Background: an optimization exercise with open tools, aiming at small area. Do not read the settings as production practice. Only simulation tests tie the RTL to the original design; equivalence was not proved.

Setup of build 34:
Design rp_lock_top, start of the top module:
module rp_lock_top (
  input  logic         adc_clk,
  input  logic         rst_n_i,
  input  logic [31:0]  adc_dat_i,
  input  logic         digital_loop_i,
  input  logic [93:0]  pid_cfg_i,
  input  logic [83:0]  limit_cfg_i,
  output logic [13:0]  dac_dat_o,
  output logic         dac_sel_o,
  output logic [3:0]   railed_o
);
Size in the first run: about 3400 cells after synthesis, roughly 230 I/O pins, roughly 36000 um^2 of cells after synthesis.
==> flow/config.mk <==
export PLATFORM = sky130hd
export DESIGN_NAME = rp_lock_top
export DESIGN_NICKNAME = rp_lock_top
export VERILOG_FILES = /design/flow/design.v
export SDC_FILE = /design/flow/constraint.sdc
export NUM_CORES = 4
export LEC_CHECK = 0
export CAP_MARGIN = 5
export CORE_MARGIN = 2
export CORE_UTILIZATION = 40
export GPL_TIMING_DRIVEN = 0
export PLACE_DENSITY = 0.7
export SLEW_MARGIN = 5
export SYNTH_HIERARCHICAL = 1
export SYNTH_MINIMUM_KEEP_SIZE = 0
==> flow/constraint.sdc <==
create_clock -name core_clock -period 13.0 [get_ports {adc_clk}]
set_input_delay 2.6000 -clock core_clock [delete_from_list [all_inputs] [get_ports {adc_clk}]]
set_output_delay 2.6000 -clock core_clock [all_outputs]
set_load 0.01 [all_outputs]
standard.sh (not shown) runs the stock make flow with config.mk's settings and CLKGATE_MAP_FILE= SYNTH_SCRIPT=/design/flow/synth_recipe.tcl, a recipe that flattens the netlist after the stock synthesis.
==> flow/flow/run.sh <==
#!/bin/bash
# Layout flow: the standard ORFS flow (standard.sh, with its unchanged synthesis), with
#  - the buffers Yosys/ABC inserted removed at floorplan (repair_design later buffers what
#    the placed design needs),
#  - the port buffers that global placement inserts made of the smallest buffer cell,
#  - after placement repair, cells on paths with spare slack sized down (flow/recover.tcl),
#  - clock tree synthesis without dummy load cells, from clkbuf_8 leaf buffers driving small clusters.
# make's full output goes to flow_make.log; each ORFS step logs under orfs/logs/.
set -euo pipefail
cd "$(dirname "$0")/.."
bash standard.sh \
  REMOVE_ABC_BUFFERS=1 \
  BUFFER_PORTS_ARGS="-buffer_cell sky130_fd_sc_hd__buf_1" \
  POST_RESIZE_TCL="$PWD/flow/recover.tcl" \
  CTS_ARGS="-sink_clustering_enable -repair_clock_nets -dont_use_dummy_load -root_buf sky130_fd_sc_hd__clkbuf_16 -buf_list sky130_fd_sc_hd__clkbuf_8 -sink_clustering_size 10 -sink_clustering_max_diameter 60" \
  finish > flow_make.log 2>&1
==> flow/flow/recover.tcl <==
# After placement repair: downsize cells on paths that have slack to spare (the
# resizer's power recovery), so that cells Yosys/ABC sized up for speed shrink back.
log_cmd estimate_parasitics -placement
log_cmd repair_timing -recover_power 100 -setup_margin 0.5
report_worst_slack
Changes in build 37 relative to build 34:
-- flow/flow/run.sh --
<<< build 34, line 5
#  - the port buffers that global placement inserts made of the smallest buffer cell,
#  - after placement repair, cells on paths with spare slack sized down (flow/recover.tcl),
#  - clock tree synthesis without dummy load cells, from clkbuf_8 leaf buffers driving small clusters.
>>> build 37, line 5
#  - the port buffers that global placement inserts made of the smallest buffer cell,
#  - after floorplan and again after placement repair, cells on paths with spare slack sized
#    down (flow/recover_fp.tcl, flow/recover.tcl),
#  - clock tree synthesis without dummy load cells, from clkbuf_8 leaf buffers driving small clusters.
<<< build 34, line 13
  BUFFER_PORTS_ARGS="-buffer_cell sky130_fd_sc_hd__buf_1" \
  POST_RESIZE_TCL="$PWD/flow/recover.tcl" \
>>> build 37, line 14
  BUFFER_PORTS_ARGS="-buffer_cell sky130_fd_sc_hd__buf_1" \
  POST_FLOORPLAN_TCL="$PWD/flow/recover_fp.tcl" \
  POST_RESIZE_TCL="$PWD/flow/recover.tcl" \
==> flow/flow/recover_fp.tcl (new file) <==
# After floorplan (before placement, so with ideal wires): downsize cells that synthesis
# sized up for speed, keeping 0.6 ns of setup slack for the wires; placement and the
# later repair steps size up or buffer again wherever the placed design needs it.
log_cmd repair_timing -recover_power 100 -setup_margin 0.6
report_worst_slack
Findings:
Setup slack at placement: higher on build 34. Build 34 was routed with fewer vias than build 37. Total routing resource utilization after global routing for build 37 is higher than for build 34. Against build 34, build 37 reports a post-route met1 wirelength that is higher. Wire: build 37 routes more than build 34. Summary of build 37 over build 34: cell count after placement did not really move; cell count along the critical path went up.
## Diff of input files: build 12 against build 37
Settings: changing PLACE_DENSITY from 0.7 to 0.85.
-- flow/flow/run.sh --
<<< build 37, line 5
#  - the port buffers that global placement inserts made of the smallest buffer cell,
#  - after floorplan and again after placement repair, cells on paths with spare slack sized
#    down (flow/recover_fp.tcl, flow/recover.tcl),
#  - clock tree synthesis without dummy load cells, from clkbuf_8 leaf buffers driving small clusters.
>>> build 12, line 5
#  - the port buffers that global placement inserts made of the smallest buffer cell,
#  - after placement repair, cells on paths with spare slack sized down (flow/recover.tcl),
#  - clock tree synthesis without dummy load cells, from clkbuf_8 leaf buffers driving small clusters.
<<< build 37, line 14
  BUFFER_PORTS_ARGS="-buffer_cell sky130_fd_sc_hd__buf_1" \
  POST_FLOORPLAN_TCL="$PWD/flow/recover_fp.tcl" \
  POST_RESIZE_TCL="$PWD/flow/recover.tcl" \
>>> build 12, line 13
  BUFFER_PORTS_ARGS="-buffer_cell sky130_fd_sc_hd__buf_1" \
  POST_RESIZE_TCL="$PWD/flow/recover.tcl" \
removed: flow/flow/recover_fp.tcl
### Flow results
- Build 12 did not stop at any stage, and its layout met the timing, design-rule and antenna checks.
- Compared with build 37, build 12 shows via total after detailed routing that has gone up by a few percent.
- Delta (build 12 minus build 37): synthesized netlist cell count has remained practically unchanged; first-pass GRT wire length has decreased; post-route worst setup slack has decreased.
> inputs changed (build 12 -> build 98)
Settings: swapping 0.85 for 0.7 in PLACE_DENSITY.
-- flow/flow/run.sh --
<<< build 12, line 5
#  - the port buffers that global placement inserts made of the smallest buffer cell,
#  - after placement repair, cells on paths with spare slack sized down (flow/recover.tcl),
#  - clock tree synthesis without dummy load cells, from clkbuf_8 leaf buffers driving small clusters.
>>> build 98, line 5
#  - the port buffers that global placement inserts made of the smallest buffer cell,
#  - after floorplan and again after placement repair, cells on paths with spare slack sized
#    down (flow/recover_fp.tcl, flow/recover.tcl),
#  - clock tree synthesis without dummy load cells, from clkbuf_8 leaf buffers driving small clusters.
<<< build 12, line 13
  BUFFER_PORTS_ARGS="-buffer_cell sky130_fd_sc_hd__buf_1" \
  POST_RESIZE_TCL="$PWD/flow/recover.tcl" \
>>> build 98, line 14
  BUFFER_PORTS_ARGS="-buffer_cell sky130_fd_sc_hd__buf_1" \
  POST_FLOORPLAN_TCL="$PWD/flow/recover_fp.tcl" \
  POST_RESIZE_TCL="$PWD/flow/recover.tcl" \
==> flow/flow/recover_fp.tcl (new file) <==
# After floorplan (before placement, so with ideal wires): downsize cells that synthesis
# sized up for speed, keeping 1.0 ns of setup slack for the wires; placement and the
# later repair steps size up or buffer again wherever the placed design needs it.
log_cmd repair_timing -recover_power 100 -setup_margin 1.0
report_worst_slack
Findings:
Build 98: done, clean on timing, DRC and antenna. Diff build 12 -> build 98: arrival time at the worst endpoint has decreased, placement row count has remained practically unchanged, share of the core filled with cells has remained practically unchanged. [compare] base=build 12 new=build 98: routed wire length went up 1.6%, area added between synthesis and finish went up 0.26 points.
> inputs changed (build 98 -> build 4)
Settings: PLACE_DENSITY: 0.7 -> unset.
==> flow/flow/run.sh <==
#!/bin/bash
# Layout flow: the standard ORFS flow (standard.sh, with its unchanged synthesis), with
#  - the buffers Yosys/ABC inserted removed at floorplan (repair_design later buffers what
#    the placed design needs),
#  - the port buffers that global placement inserts made of the smallest buffer cell,
#  - after placement repair, cells on paths with spare slack sized down (flow/recover.tcl),
#  - clock tree synthesis without dummy load cells (ORFS's CTS arguments otherwise).
# make's full output goes to flow_make.log; each ORFS step logs under orfs/logs/.
set -euo pipefail
cd "$(dirname "$0")/.."
bash standard.sh \
  REMOVE_ABC_BUFFERS=1 \
  BUFFER_PORTS_ARGS="-buffer_cell sky130_fd_sc_hd__buf_1" \
  POST_RESIZE_TCL="$PWD/flow/recover.tcl" \
  CTS_ARGS="-sink_clustering_enable -repair_clock_nets -dont_use_dummy_load" \
  finish > flow_make.log 2>&1
removed: flow/flow/recover_fp.tcl
Notes after the runs:
Looking at global routing usage on met2, build 4 sits 0.79 points higher than build 98 does. When build 4 is set beside build 98, its post-cts resize count turns out to be 5 smaller. Build 98 → build 4: buffer and inverter count on the worst path went down, number of antenna violations at the first check in global routing decreased by 17 relative to the old numbers.
The following lists how build 86 was set up differently from build 4:
==> flow/flow/run.sh <==
#!/bin/bash
# Layout flow: the standard ORFS flow (standard.sh, with its unchanged synthesis), with
#  - the buffers Yosys/ABC inserted removed at floorplan (repair_design later buffers what
#    the placed design needs),
#  - the port buffers that global placement inserts made of the smallest buffer cell, and
#  - clock tree synthesis without dummy load cells (ORFS's CTS arguments otherwise).
# make's full output goes to flow_make.log; each ORFS step logs under orfs/logs/.
set -euo pipefail
cd "$(dirname "$0")/.."
bash standard.sh \
  REMOVE_ABC_BUFFERS=1 \
  BUFFER_PORTS_ARGS="-buffer_cell sky130_fd_sc_hd__buf_1" \
  CTS_ARGS="-sink_clustering_enable -repair_clock_nets -dont_use_dummy_load" \
  finish > flow_make.log 2>&1
removed: flow/flow/recover.tcl
Notes after the runs:
Having completed the whole flow, build 86 delivered a layout that passed the timing, design-rule and antenna checks.
Build 4 → build 86: data arrival time of the critical path decreased 90 ps; wire length on met1 +0.86%; routed via count roughly the same; non-clock buffer count decreased 1.
When build 86 is set beside build 4, its share of the core filled with cells in the final layout turns out to be 0.24 points larger.
Compared build 86 against build 4; routed wire length within noise.

[port drivers added, routing unchanged]
Ports are ideal in the flow. The routed layouts listed here were re-timed in OpenROAD.
Step 1 (the two cells are an assumption about what drives the block):
set clk [get_ports {adc_clk}]
set_driving_cell -lib_cell sky130_fd_sc_hd__clkbuf_16 $clk
set_driving_cell -lib_cell sky130_fd_sc_hd__buf_2 [delete_from_list [all_inputs] $clk]
Step 2 adds t to the input delays and takes it off the output delays; t is the mean of the earliest and latest rising clock arrival at the registers after step 1. Input paths then give back, and output paths get back, about the clock's delay inside the block.
a / b / c = no drivers / after step 1 / after step 2; a / b = the first two.
run | t (ns) | setup slack, ns | pins driven straight from the clock port
build 34 | 0.461 | 0.464 / 0.494 / 0.033 | 1
build 37 | 0.468 | 0.512 / 0.536 / 0.068 | 1
build 12 | 0.495 | 0.432 / 0.436 / -0.060 | 1
build 98 | 0.468 | 0.512 / 0.536 / 0.068 | 1
build 4 | 0.544 | 0.526 / 0.551 / 0.007 | 1
build 86 | 0.546 | 0.612 / 0.643 / 0.098 | 1
With both steps, setup timing fails in build 12, where it was met with ideal ports. For build 4, which loses most, drivers alone change the setup slack by +0.025 ns; drivers and shift together by -0.519 ns.
